This design comes from an exercise in tuning for a short achievable clock period and few clock cycles per item on the open sky130 flow, not from production work.
The RTL was checked by simulation tests, not by an equivalence proof against the original design.
No activity file was given, so power comes from the tool's default toggle rates.

==> inputs of run a <==
// value_list_with_search_delete
module value_list_with_search_delete
#(
    parameter int DEPTH = 64
)
(
    input  logic             clk,
    input  logic             rst_n,
    input  logic             s_tvalid,
    output logic             s_tready,
    input  logic [vlsd_pkg::IN_W-1:0]  s_tdata,    
    output logic             m_tvalid,
    input  logic             m_tready,
    output logic [vlsd_pkg::OUT_W-1:0] m_tdata     
);
clock: 6.0 ns
lec_check: 0
cap_margin: 20
core_margin: 2
core_utilization: 40
setup_slack_margin: 3.4
slew_margin: 20
tns_end_percent: 100
run.sh (not shown) runs the stock make flow with config.mk's settings and CLKGATE_MAP_FILE= SYNTH_SCRIPT=/design/flow/synth_recipe.tcl, a recipe that flattens the netlist after the stock synthesis.
==> run b (differences from run a) <==
--- a/flow/design.v
+++ b/flow/design.v
@@ -123,38 +123,38 @@
             ready_next = r_up;
         else
             ready_next = r_down;
     end
     always_ff @(posedge clk or negedge rst_n)
     begin
         if (!rst_n)
         begin
+            ready_reg <= 1'b1;
             in_v      <= 1'b0;
             n2_v      <= 1'b0;
             nx_v      <= 1'b0;
             ex_v      <= 1'b0;
             op_reg    <= '0;
             occ       <= '0;
             qv        <= '0;
         end
         else
         begin
+            ready_reg <= ready_next;
             in_v      <= acc;
             n2_v      <= in_v;
             nx_v      <= n2_v;
             ex_v      <= nx_v;
             op_reg    <= op_dec;
             occ       <= occ_next;
             qv        <= qv_next;
         end
     end
     always_ff @(posedge clk)
-        ready_reg <= ready_next;
-    always_ff @(posedge clk)
     begin
         in_cmd <= in_data[vlsd_pkg::CMD_W-1:0];
         in_val <= in_data[vlsd_pkg::CMD_W+vlsd_pkg::VALUE_W-1:vlsd_pkg::CMD_W];
         n2_cmd <= in_cmd;
         n2_val <= in_val;
         nx_cmd <= n2_cmd;
         nx_val <= n2_val;
         ex_val <= nx_val;
@@ -206,27 +206,20 @@
     logic [DEPTH-1:0]             shu;                
     logic [DEPTH-1:0]             s_h, s_h_next;      
     logic [DEPTH-1:0]             s_r, s_r_next;      
     logic [DEPTH-1:0]             s_l, s_l_next;      
     logic [DEPTH-1:0]             s_n, s_n_next;      
     logic [DEPTH-1:0]             at_last;            
     logic                         pm_cut;             
     logic [DEPTH-1:0]             eq3, eq3_adj;
-    logic [DEPTH-1:0]             eq2;
-    logic [DEPTH-1:0]             pm2, p22, p32;
-    logic [DEPTH-1:0]             pm1, p21, p31;
-    logic [DEPTH-1:0]             pma, p2a;
-    logic [DEPTH-1:0]             shu_d, nbp_d, vld_d;
-    logic                         clr_d, popf_d, pf_d, pb_d, popb_d, vv_d;
-    logic                         r_d, pm_cut_d, p2_cut_d;
-    logic                         l2_last, l2_last2;
-    logic                         l1_last, l1_last2;
-    logic                         rm_at2, rm_at2_d;
-    logic                         la;                 
+    logic [DEPTH-1:0]             eq2, eq2_adj;
+    logic [DEPTH-1:0]             pm2, p22;
+    logic [DEPTH-1:0]             pm1, p21;
+    logic                         e10;
     logic                         vv1, vv2, vv3;      
     logic                         vv1_next, vv2_next;
     logic                         full, empty, found;
     logic                         grow, shrink;
     logic                         nx_full, nx_empty;
     logic                         r1;
     assign full   = vld[DEPTH-1];
     assign empty  = !vld[0];
@@ -251,123 +244,56 @@
                 || (s_n[i] && vv);
         adjust = r;
     endfunction
     assign vv3 = (op_value == n3_value);
     always_comb
         for (int i = 0; i < DEPTH; i++)
             eq3[i] = vld[i] && (ent[i] == n3_value);
     assign eq3_adj = adjust(eq3, vv3);
+    assign eq2_adj = adjust(eq2, vv2);
     always_comb
     begin
-        logic [DEPTH-1:0] a, b, c, a0, b0, c0;
-        a = eq2;
+        logic [DEPTH-1:0] a, b, a0, b0;
+        a = eq2_adj;
         b = '0;
-        c = '0;
         for (int s = 0; s < LG; s++)
         begin
             a0 = a;
             b0 = b;
-            c0 = c;
             for (int i = (1 << s); i < DEPTH; i++)
             begin
-                c[i] = c0[i] | c0[i - (1 << s)] | (b0[i] & a0[i - (1 << s)]) | (a0[i] & b0[i - (1 << s)]);
                 b[i] = b0[i] | b0[i - (1 << s)] | (a0[i] & a0[i - (1 << s)]);
                 a[i] = a0[i] | a0[i - (1 << s)];
             end
         end
         pm2 = a;
         p22 = b;
-        p32 = c;
-    end
-    always_comb
-    begin
-        l2_last  = 1'b0;
-        l2_last2 = 1'b0;
-        for (int i = 0; i < DEPTH; i++)
-        begin
-            l2_last  = l2_last  || (eq2[i] && at_last[i]);
-            l2_last2 = l2_last2 || ((i == DEPTH-1) ? 1'b0 : (eq2[i] && at_last[(i == DEPTH-1) ? i : i+1]));
-        end
     end
+    assign r1 = op.pop_front ? e10 : vv1;
     always_comb
     begin
-        rm_at2 = 1'b0;
+        pm_cut = 1'b0;
         for (int i = 0; i < DEPTH-1; i++)
-            rm_at2 = rm_at2 || (shu[i] && at_last[i+1]);
-    end
-    assign r_d      = popf_d ? pm1[0] : vv_d;
-    assign pm_cut_d = p21[DEPTH-1] || (pm1[DEPTH-1] && !l1_last);
-    assign p2_cut_d = p31[DEPTH-1] || (p21[DEPTH-1] && !l1_last);
-    always_comb
-    begin
-        for (int i = 0; i < DEPTH; i++)
-        begin
-            logic up, dn, pmd, p2d;
-            up  = (i == DEPTH-1) ? 1'b0 : vld_d[(i == DEPTH-1) ? i : i+1];
-            pmd = (i == 0) ? 1'b0 : pm1[(i == 0) ? 0 : i-1];
-            p2d = (i == 0) ? 1'b0 : p21[(i == 0) ? 0 : i-1];
-            if (clr_d)
-            begin
-                pma[i] = 1'b0;
-                p2a[i] = 1'b0;
-            end
-            else if (shu_d[i])
-            begin
-                pma[i] = r_d ? p21[(i == DEPTH-1) ? i : i+1] : pm1[(i == DEPTH-1) ? i : i+1];
-                p2a[i] = r_d ? p31[(i == DEPTH-1) ? i : i+1] : p21[(i == DEPTH-1) ? i : i+1];
-            end
-            else if (pf_d)
-            begin
-                pma[i] = vv_d || pmd;
-                p2a[i] = p2d || (vv_d && pmd);
-            end
-            else if (popb_d)
-            begin
-                pma[i] = up ? pm1[i] : pm_cut_d;
-                p2a[i] = up ? p21[i] : p2_cut_d;
-            end
-            else
-            begin
-                pma[i] = pm1[i] || (nbp_d[i] && vv_d);
-                p2a[i] = p21[i] || (nbp_d[i] && vv_d && pm1[i]);
-            end
-        end
-    end
-    assign r1 = op.pop_front ? pma[0] : vv1;
-    always_comb
-    begin
-        if (clr_d)
-            la = 1'b0;
-        else if (shu_d[DEPTH-1])
-            la = rm_at2_d ? l1_last : l1_last2;
-        else if (pf_d)
-            la = vld_d[0] ? l1_last : vv_d;
-        else if (popb_d)
-            la = l1_last2;
-        else if (pb_d)
-            la = vv_d;
-        else
-            la = l1_last;
+            pm_cut = pm_cut || (pm1[i] && at_last[i+1]);
     end
-    assign pm_cut = p2a[DEPTH-1] || (pma[DEPTH-1] && !la);
     always_comb
     begin
         for (int i = 0; i < DEPTH; i++)
         begin
             if (op.clear)
                 pre_next[i] = 1'b0;
             else if (shu[i])
-                pre_next[i] = r1 ? p2a[(i == DEPTH-1) ? i : i+1] : pma[(i == DEPTH-1) ? i : i+1];
+                pre_next[i] = r1 ? p21[(i == DEPTH-1) ? i : i+1] : pm1[(i == DEPTH-1) ? i : i+1];
             else if (pf_ok)
-                pre_next[i] = vv1 || ((i == 0) ? 1'b0 : pma[(i == 0) ? 0 : i-1]);
+                pre_next[i] = vv1 || ((i == 0) ? 1'b0 : pm1[(i == 0) ? 0 : i-1]);
             else if (popb_ok)
-                pre_next[i] = (i == DEPTH-1) ? pm_cut : (vld[(i == DEPTH-1) ? i : i+1] ? pma[i] : pm_cut);
+                pre_next[i] = (i == DEPTH-1) ? pm_cut : (vld[(i == DEPTH-1) ? i : i+1] ? pm1[i] : pm_cut);
             else
-                pre_next[i] = pma[i] || (nbp[i] && vv1);
+                pre_next[i] = pm1[i] || (nbp[i] && vv1);
         end
     end
     always_comb
     begin
         for (int i = 0; i < DEPTH; i++)
         begin
             if (shl[i])
                 ent_next[i] = ent[(i == DEPTH-1) ? i : i+1];
@@ -484,29 +410,17 @@
         end
     end
     always_ff @(posedge clk)
     begin
         pre <= pre_next;
         eq2 <= eq3_adj;
         pm1 <= pm2;
         p21 <= p22;
-        p31 <= p32;
-        shu_d  <= shu;
-        nbp_d  <= nbp;
-        vld_d  <= vld;
-        clr_d  <= op.clear;
-        popf_d <= op.pop_front;
-        pf_d   <= pf_ok;
-        pb_d   <= |nbp;
-        l1_last  <= l2_last;
-        l1_last2 <= l2_last2;
-        rm_at2_d <= rm_at2;
-        popb_d <= popb_ok;
-        vv_d   <= vv2;
+        e10 <= eq2_adj[0];
         vv1 <= vv1_next;
         vv2 <= vv2_next;
         s_h <= s_h_next;
         s_r <= s_r_next;
         s_l <= s_l_next;
         s_n <= s_n_next;
         for (int i = 0; i < DEPTH; i++)
             ent[i] <= ent_next[i];
==> flow/config.mk (replaced) <==
export PLATFORM = sky130hd
export DESIGN_NAME = value_list_with_search_delete
export DESIGN_NICKNAME = value_list_with_search_delete
export VERILOG_FILES = /design/flow/design.v
export SDC_FILE = /design/flow/constraint.sdc
export NUM_CORES = 4
export LEC_CHECK = 0
export CAP_MARGIN = 20
export CORE_MARGIN = 2
export CORE_UTILIZATION = 35
export SETUP_SLACK_MARGIN = 3.4
export SLEW_MARGIN = 20
export TNS_END_PERCENT = 100
==> run c (differences from run a) <==
--- a/flow/design.v
+++ b/flow/design.v
@@ -206,27 +206,20 @@
     logic [DEPTH-1:0]             shu;                
     logic [DEPTH-1:0]             s_h, s_h_next;      
     logic [DEPTH-1:0]             s_r, s_r_next;      
     logic [DEPTH-1:0]             s_l, s_l_next;      
     logic [DEPTH-1:0]             s_n, s_n_next;      
     logic [DEPTH-1:0]             at_last;            
     logic                         pm_cut;             
     logic [DEPTH-1:0]             eq3, eq3_adj;
-    logic [DEPTH-1:0]             eq2;
-    logic [DEPTH-1:0]             pm2, p22, p32;
-    logic [DEPTH-1:0]             pm1, p21, p31;
-    logic [DEPTH-1:0]             pma, p2a;
-    logic [DEPTH-1:0]             shu_d, nbp_d, vld_d;
-    logic                         clr_d, popf_d, pf_d, pb_d, popb_d, vv_d;
-    logic                         r_d, pm_cut_d, p2_cut_d;
-    logic                         l2_last, l2_last2;
-    logic                         l1_last, l1_last2;
-    logic                         rm_at2, rm_at2_d;
-    logic                         la;                 
+    logic [DEPTH-1:0]             eq2, eq2_adj;
+    logic [DEPTH-1:0]             pm2, p22;
+    logic [DEPTH-1:0]             pm1, p21;
+    logic                         e10;
     logic                         vv1, vv2, vv3;      
     logic                         vv1_next, vv2_next;
     logic                         full, empty, found;
     logic                         grow, shrink;
     logic                         nx_full, nx_empty;
     logic                         r1;
     assign full   = vld[DEPTH-1];
     assign empty  = !vld[0];
@@ -251,123 +244,56 @@
                 || (s_n[i] && vv);
         adjust = r;
     endfunction
     assign vv3 = (op_value == n3_value);
     always_comb
         for (int i = 0; i < DEPTH; i++)
             eq3[i] = vld[i] && (ent[i] == n3_value);
     assign eq3_adj = adjust(eq3, vv3);
+    assign eq2_adj = adjust(eq2, vv2);
     always_comb
     begin
-        logic [DEPTH-1:0] a, b, c, a0, b0, c0;
-        a = eq2;
+        logic [DEPTH-1:0] a, b, a0, b0;
+        a = eq2_adj;
         b = '0;
-        c = '0;
         for (int s = 0; s < LG; s++)
         begin
             a0 = a;
             b0 = b;
-            c0 = c;
             for (int i = (1 << s); i < DEPTH; i++)
             begin
-                c[i] = c0[i] | c0[i - (1 << s)] | (b0[i] & a0[i - (1 << s)]) | (a0[i] & b0[i - (1 << s)]);
                 b[i] = b0[i] | b0[i - (1 << s)] | (a0[i] & a0[i - (1 << s)]);
                 a[i] = a0[i] | a0[i - (1 << s)];
             end
         end
         pm2 = a;
         p22 = b;
-        p32 = c;
     end
+    assign r1 = op.pop_front ? e10 : vv1;
     always_comb
     begin
-        l2_last  = 1'b0;
-        l2_last2 = 1'b0;
-        for (int i = 0; i < DEPTH; i++)
-        begin
-            l2_last  = l2_last  || (eq2[i] && at_last[i]);
-            l2_last2 = l2_last2 || ((i == DEPTH-1) ? 1'b0 : (eq2[i] && at_last[(i == DEPTH-1) ? i : i+1]));
-        end
-    end
-    always_comb
-    begin
-        rm_at2 = 1'b0;
+        pm_cut = 1'b0;
         for (int i = 0; i < DEPTH-1; i++)
-            rm_at2 = rm_at2 || (shu[i] && at_last[i+1]);
-    end
-    assign r_d      = popf_d ? pm1[0] : vv_d;
-    assign pm_cut_d = p21[DEPTH-1] || (pm1[DEPTH-1] && !l1_last);
-    assign p2_cut_d = p31[DEPTH-1] || (p21[DEPTH-1] && !l1_last);
-    always_comb
-    begin
-        for (int i = 0; i < DEPTH; i++)
-        begin
-            logic up, dn, pmd, p2d;
-            up  = (i == DEPTH-1) ? 1'b0 : vld_d[(i == DEPTH-1) ? i : i+1];
-            pmd = (i == 0) ? 1'b0 : pm1[(i == 0) ? 0 : i-1];
-            p2d = (i == 0) ? 1'b0 : p21[(i == 0) ? 0 : i-1];
-            if (clr_d)
-            begin
-                pma[i] = 1'b0;
-                p2a[i] = 1'b0;
-            end
-            else if (shu_d[i])
-            begin
-                pma[i] = r_d ? p21[(i == DEPTH-1) ? i : i+1] : pm1[(i == DEPTH-1) ? i : i+1];
-                p2a[i] = r_d ? p31[(i == DEPTH-1) ? i : i+1] : p21[(i == DEPTH-1) ? i : i+1];
-            end
-            else if (pf_d)
-            begin
-                pma[i] = vv_d || pmd;
-                p2a[i] = p2d || (vv_d && pmd);
-            end
-            else if (popb_d)
-            begin
-                pma[i] = up ? pm1[i] : pm_cut_d;
-                p2a[i] = up ? p21[i] : p2_cut_d;
-            end
-            else
-            begin
-                pma[i] = pm1[i] || (nbp_d[i] && vv_d);
-                p2a[i] = p21[i] || (nbp_d[i] && vv_d && pm1[i]);
-            end
-        end
-    end
-    assign r1 = op.pop_front ? pma[0] : vv1;
-    always_comb
-    begin
-        if (clr_d)
-            la = 1'b0;
-        else if (shu_d[DEPTH-1])
-            la = rm_at2_d ? l1_last : l1_last2;
-        else if (pf_d)
-            la = vld_d[0] ? l1_last : vv_d;
-        else if (popb_d)
-            la = l1_last2;
-        else if (pb_d)
-            la = vv_d;
-        else
-            la = l1_last;
+            pm_cut = pm_cut || (pm1[i] && at_last[i+1]);
     end
-    assign pm_cut = p2a[DEPTH-1] || (pma[DEPTH-1] && !la);
     always_comb
     begin
         for (int i = 0; i < DEPTH; i++)
         begin
             if (op.clear)
                 pre_next[i] = 1'b0;
             else if (shu[i])
-                pre_next[i] = r1 ? p2a[(i == DEPTH-1) ? i : i+1] : pma[(i == DEPTH-1) ? i : i+1];
+                pre_next[i] = r1 ? p21[(i == DEPTH-1) ? i : i+1] : pm1[(i == DEPTH-1) ? i : i+1];
             else if (pf_ok)
-                pre_next[i] = vv1 || ((i == 0) ? 1'b0 : pma[(i == 0) ? 0 : i-1]);
+                pre_next[i] = vv1 || ((i == 0) ? 1'b0 : pm1[(i == 0) ? 0 : i-1]);
             else if (popb_ok)
-                pre_next[i] = (i == DEPTH-1) ? pm_cut : (vld[(i == DEPTH-1) ? i : i+1] ? pma[i] : pm_cut);
+                pre_next[i] = (i == DEPTH-1) ? pm_cut : (vld[(i == DEPTH-1) ? i : i+1] ? pm1[i] : pm_cut);
             else
-                pre_next[i] = pma[i] || (nbp[i] && vv1);
+                pre_next[i] = pm1[i] || (nbp[i] && vv1);
         end
     end
     always_comb
     begin
         for (int i = 0; i < DEPTH; i++)
         begin
             if (shl[i])
                 ent_next[i] = ent[(i == DEPTH-1) ? i : i+1];
@@ -484,29 +410,17 @@
         end
     end
     always_ff @(posedge clk)
     begin
         pre <= pre_next;
         eq2 <= eq3_adj;
         pm1 <= pm2;
         p21 <= p22;
-        p31 <= p32;
-        shu_d  <= shu;
-        nbp_d  <= nbp;
-        vld_d  <= vld;
-        clr_d  <= op.clear;
-        popf_d <= op.pop_front;
-        pf_d   <= pf_ok;
-        pb_d   <= |nbp;
-        l1_last  <= l2_last;
-        l1_last2 <= l2_last2;
-        rm_at2_d <= rm_at2;
-        popb_d <= popb_ok;
-        vv_d   <= vv2;
+        e10 <= eq2_adj[0];
         vv1 <= vv1_next;
         vv2 <= vv2_next;
         s_h <= s_h_next;
         s_r <= s_r_next;
         s_l <= s_l_next;
         s_n <= s_n_next;
         for (int i = 0; i < DEPTH; i++)
             ent[i] <= ent_next[i];
==> flow/config.mk (replaced) <==
export PLATFORM = sky130hd
export DESIGN_NAME = value_list_with_search_delete
export DESIGN_NICKNAME = value_list_with_search_delete
export VERILOG_FILES = /design/flow/design.v
export SDC_FILE = /design/flow/constraint.sdc
export NUM_CORES = 4
export LEC_CHECK = 0
export CAP_MARGIN = 20
export CORE_MARGIN = 2
export CORE_UTILIZATION = 55
export PLACE_DENSITY = 0.7
export SETUP_SLACK_MARGIN = 3.4
export SLEW_MARGIN = 20
export TNS_END_PERCENT = 100
==> comparison table <==
| quantity | run a | run c | run b |
|---|---|---|---|
| Utilization after layout | 0.4972 | 0.6536 | 0.4300 |
| Mean instance size in the synthesized netlist | 9.695 um^2 | 10.12 um^2 | 10.12 um^2 |
| Post-CTS Setup Inserts | 787 | 488 | 555 |
| Crit path max fanout | 4 | 22 | 8 |
| Crit path capture | u_dp.p31[53]$_DFF_P_ | u_dp.p21[60]$_DFF_P_ | u_dp.pm1[63]$_DFF_P_ |
| Net switching power of the design | 0.02312 W | 0.01972 W | 0.02041 W |
| Arrival time of data at the critical path endpoint | 4.28 ns | 3.90 ns | 3.92 ns |
| Area occupied by multi-input gates | 101,600 um^2 | 87,070 um^2 | 87,610 um^2 |
| Outcome | complete, no violations | complete, no violations | complete, no violations |
| Period utilization | 0.5772 | 0.5168 | 0.5383 |
| Count of cells along the worst register-to-register path | 12 | 14 | 8 |
| Core footprint | 474,500 um^2 | 311,400 um^2 | 489,700 um^2 |
| Final critical-path required period | 3.463 ns | 3.101 ns | 3.230 ns |
Testbench counts of run a, summed over its fixed seeds: cycles 5,640, items 5,600.
Testbench counts of run b, summed over its fixed seeds: cycles 5,640, items 5,600.
Testbench counts of run c, summed over its fixed seeds: cycles 5,640, items 5,600.

[port drivers added, routing unchanged]
No port has a modelled driver above. Below, the same layouts with a new extraction and two added sets of constraints. Step 1: set_driving_cell puts a clkbuf_16 on clk and a buf_2 on each other input, an assumption about the parent block. Step 2 also shifts input and output timing later by t, the mid clock arrival at the registers, as if the neighbouring blocks saw the same clock. Slacks: ideal / step 1 / step 2; pairs: ideal / step 1.
run | t, ns | setup WS [ns] | worst hold slack (ns) | worst setup path at the end | clock arrival spread, ns
run a | 1.161 | 2.537 / 2.537 / 2.491 | 0.069 / -0.020 / 0.325 | input to register | 0.080 / 0.080
run b | 1.126 | 2.770 / 2.770 / 2.521 | 0.071 / 0.049 / 0.328 | input to register | 0.097 / 0.098
run c | 1.067 | 2.899 / 2.899 / 2.594 | 0.279 / 0.217 / 0.328 | input to register | 0.059 / 0.059
After both steps every run listed still meets setup and hold. The setup slack of run c, which loses most, moves by 0.000 ns with the drivers and by -0.305 ns with both steps.
